Source: an optimization exercise on an open RTL-to-GDS flow (aim: small area, a short achievable clock period and few clock cycles). Production flows keep margins and buffers that such runs may drop.
Function was checked by simulation only, so behaviour that the tests miss may differ from the original.
Power figures rest on the tool's default switching activity, not on a simulated workload.

==> umber: inputs <==
Design greedy_iou_box_suppressor_top, start of the top module:
module greedy_iou_box_suppressor_top (
   input  logic        clock,
   input  logic        reset,
   input  logic        req_valid,
   output logic        req_ready,
   input  logic [50:0] req_data,
   output logic        rsp_valid,
   input  logic        rsp_ready,
   output logic [9:0]  rsp_data,
   input  logic        csr_we,
   input  logic [0:0]  csr_addr,
   input  logic [12:0] csr_wdata
);
Settings: LEC_CHECK=0, CAP_MARGIN=20, CORE_MARGIN=2, CORE_UTILIZATION=18, PLACE_DENSITY=0.22, SETUP_SLACK_MARGIN=4, SLEW_MARGIN=20; clock period 10.0 ns.
run.sh (not shown) runs the stock make flow with config.mk's settings and CLKGATE_MAP_FILE= SYNTH_SCRIPT=/design/flow/synth_recipe.tcl, a recipe that flattens the netlist after the stock synthesis.
==> sierra (differences from umber) <==
--- a/flow/design.v
+++ b/flow/design.v
@@ -341,23 +341,15 @@
       .s2_b     (s2_b),
       .kbox     (kbox0),
       .s4_ab_lo (s4_ab_lo),
       .s4_ab_hi (s4_ab_hi),
       .thr      (thr),
       .hit      (hit0)
    );
-   gis_pair u_pair1 (
-      .clock    (clock),
-      .s2_b     (s2_b),
-      .kbox     (kbox1),
-      .s4_ab_lo (s4_ab_lo),
-      .s4_ab_hi (s4_ab_hi),
-      .thr      (thr),
-      .hit      (hit1)
-   );
+   assign hit1 = 1'b0;
    assign pre_sb     = s6_sb;
    assign out_v      = s7_v;
    assign out_sb     = s7_sb;
    assign aspect_bad = s7_asp;
 endmodule
 import gis_pkg::*;
 module greedy_iou_box_suppressor_top (
@@ -496,36 +488,32 @@
       end
    end
    logic              i_v_ff, i_any_ff, i_two_ff, i_multi_ff;
    gis_pkg::edge_type i_box_ff;
    logic              i_s_ff;
    logic [SW-1:0]     i_x_ff;
    logic [NS-1:0]     i_mask_ff;
-   logic [NS-1:0]     low_hot, high_hot, m_rev, rest;
+   logic [NS-1:0]     low_hot, rest;
    logic [SW-1:0]     idx_a, idx_b;
-   logic [2:0]        near_cnt;
-   logic [4:0]        mask_cnt;
+   logic [1:0]        near_cnt;
+   logic [2:0]        mask_cnt;
    logic              i_free, owed_ok_ff;
    logic [OW-1:0]     owed_ff, owed_in;
    logic              taken;
    always_comb begin
       low_hot = i_mask_ff & (~i_mask_ff + NS'(1));
-      for (int s = 0; s < NS; s++) m_rev[s] = i_mask_ff[NS-1-s];
-      m_rev = m_rev & (~m_rev + NS'(1));
-      for (int s = 0; s < NS; s++) high_hot[s] = m_rev[NS-1-s];
-      rest  = i_mask_ff & ~low_hot & ~high_hot;
-      idx_a = '0;
-      idx_b = '0;
+      rest    = i_mask_ff & ~low_hot;
+      idx_a   = '0;
       for (int s = 0; s < NS; s++) begin
-         if (low_hot[s])  idx_a = idx_a | SW'(s);
-         if (high_hot[s]) idx_b = idx_b | SW'(s);
+         if (low_hot[s]) idx_a = idx_a | SW'(s);
       end
+      idx_b = '0;
    end
-   gis_cnt #(.N(NS), .K(3)) u_near_cnt (.v(s_mask_ff), .ge(near_cnt));
-   gis_cnt #(.N(NS), .K(5)) u_mask_cnt (.v(i_mask_ff), .ge(mask_cnt));
+   gis_cnt #(.N(NS), .K(2)) u_near_cnt (.v(s_mask_ff), .ge(near_cnt));
+   gis_cnt #(.N(NS), .K(3)) u_mask_cnt (.v(i_mask_ff), .ge(mask_cnt));
    assign i_free  = !i_v_ff || !i_multi_ff;
    assign load    = i_free && s_v_ff;
    assign sload   = (!s_v_ff || load) && (q_cnt_ff != '0) && owed_ok_ff;
    assign owed_in = owed_ff + OW'(sload) - OW'(taken);
    always_ff @(posedge clock) begin
       if (reset) begin
          i_v_ff     <= 1'b0;
@@ -540,21 +528,21 @@
    always_ff @(posedge clock) begin
       if (load) begin
          i_box_ff   <= s_box_ff;
          i_s_ff     <= s_s_ff;
          i_x_ff     <= s_x_ff;
          i_mask_ff  <= s_mask_ff;
          i_any_ff   <= near_cnt[0];
-         i_two_ff   <= near_cnt[1];
-         i_multi_ff <= near_cnt[2];
+         i_two_ff   <= 1'b0;
+         i_multi_ff <= near_cnt[1];
       end else begin
          i_mask_ff  <= rest;
-         i_any_ff   <= mask_cnt[2];
-         i_two_ff   <= mask_cnt[3];
-         i_multi_ff <= mask_cnt[4];
+         i_any_ff   <= mask_cnt[1];
+         i_two_ff   <= 1'b0;
+         i_multi_ff <= mask_cnt[2];
       end
    end
    logic              t1_v_ff, t1_nn_a_ff, t1_nn_b_ff, t1_last_ff, t1_s_ff;
    logic [SW-1:0]     t1_p_a_ff, t1_p_b_ff, t1_x_ff;
    gis_pkg::edge_type t1_box_ff;
    always_ff @(posedge clock) begin
       if (reset) t1_v_ff <= 1'b0;
@@ -578,15 +566,15 @@
    gis_overlap #(.SBW(SBW)) u_overlap (
       .clock      (clock),
       .reset      (reset),
       .in_v       (t1_v_ff),
       .in_sb      ({t1_nn_a_ff, t1_nn_b_ff, t1_last_ff, t1_s_ff, t1_p_a_ff, t1_p_b_ff, t1_x_ff}),
       .box        (t1_box_ff),
       .kbox0      (slot_ff[t1_p_a_ff]),
-      .kbox1      (slot_ff[t1_p_b_ff]),
+      .kbox1      ('0),
       .thr        (thr_ff),
       .lim        (lim_ff),
       .pre_sb     (p_sb),
       .out_v      (r_v),
       .out_sb     (r_sb),
       .hit0       (r_hit_a),
       .hit1       (r_hit_b),
==> flow/config.mk (replaced) <==
export PLATFORM = sky130hd
export DESIGN_NAME = greedy_iou_box_suppressor_top
export DESIGN_NICKNAME = greedy_iou_box_suppressor_top
export VERILOG_FILES = /design/flow/design.v
export SDC_FILE = /design/flow/constraint.sdc
export NUM_CORES = 4
export LEC_CHECK = 0
export CAP_MARGIN = 35
export CORE_MARGIN = 2
export CORE_UTILIZATION = 18
export PLACE_DENSITY = 0.22
export SETUP_SLACK_MARGIN = 4
export SLEW_MARGIN = 30
==> comparison <==
sierra finished clean. umber finished but fails on antenna violations, max-capacitance violations, max-slew violations.
In umber the maximum frequency is lower than in sierra, by about 13%.
Between sierra and umber, the lower clock power is in sierra (gap 11%, measured against umber).
In umber the cell count is higher than in sierra, by about 28%.
Against umber, the synthesized cell count of sierra is smaller by about 25%.
Of umber and sierra, umber has the higher non-clock buffer count (gap 307).
Between sierra and umber, the lower first-iteration DRC count is in sierra (gap 49%, measured against umber).
==> figures <==
Outcome: sierra no timing/DRC/antenna violations; umber finished with violations
Reasons for failing layout checks: sierra -; umber antenna violations, max-capacitance violations, max-slew violations
Dominant class by area: sierra flip-flops and latches; umber multi-input gates
Timing startpoint of the critical path: sierra t1_p_a_ff[6]; umber t1_p_b_ff[1]
Layout-to-synthesis area ratio: sierra 1.219x; umber 1.217x
PD cells: sierra 376 nW/um^2; umber 445 nW/um^2
Number of global-route vias before repair: sierra 206,000; umber 289,000
Post-placement cell count: sierra 44,000; umber 55,800
Slowest CP cell: sierra sky130_fd_sc_hd__nor3_2; umber sky130_fd_sc_hd__a2bb2oi_4
Sum of net half-perimeters after detailed placement: sierra 1,500,000 um; umber 2,260,000 um
Antenna diode instance count: sierra 182; umber 1,047
Number of distinct library cell variants in the gate-level netlist after synthesis: sierra 93; umber 86
Total clock buffers created by CTS: sierra 772; umber 823
Worst R2R Setup Slack: sierra 4330 ps; umber 3490 ps
Die span in y: sierra 1260 um; umber 1390 um
Testbench counts of umber, summed over its fixed seeds: cycles 6,669.
Testbench counts of sierra, summed over its fixed seeds: cycles 9,486.

re-timing with driven ports:
In the flow no input, the clock included, has a driving cell. The finished layouts below were timed again as built, in two steps.
Step 1: set_driving_cell puts a clkbuf_16 on clock and a buf_2 on each other input, an assumption about the parent block.
Step 2 also shifts input and output timing later by t, the mid clock arrival at the registers, as if the neighbouring blocks saw the same clock.
Three values: no drivers, after step 1, after step 2; two values: the first two.
run	t, ns	slack for setup (ns)	worst register clock-pin slew, ns	cell pins on the clock port's net
umber	1.456	3.489 / 3.489 / 3.489	0.08 / 0.08	1
sierra	1.374	4.330 / 4.330 / 4.330	0.07 / 0.07	1
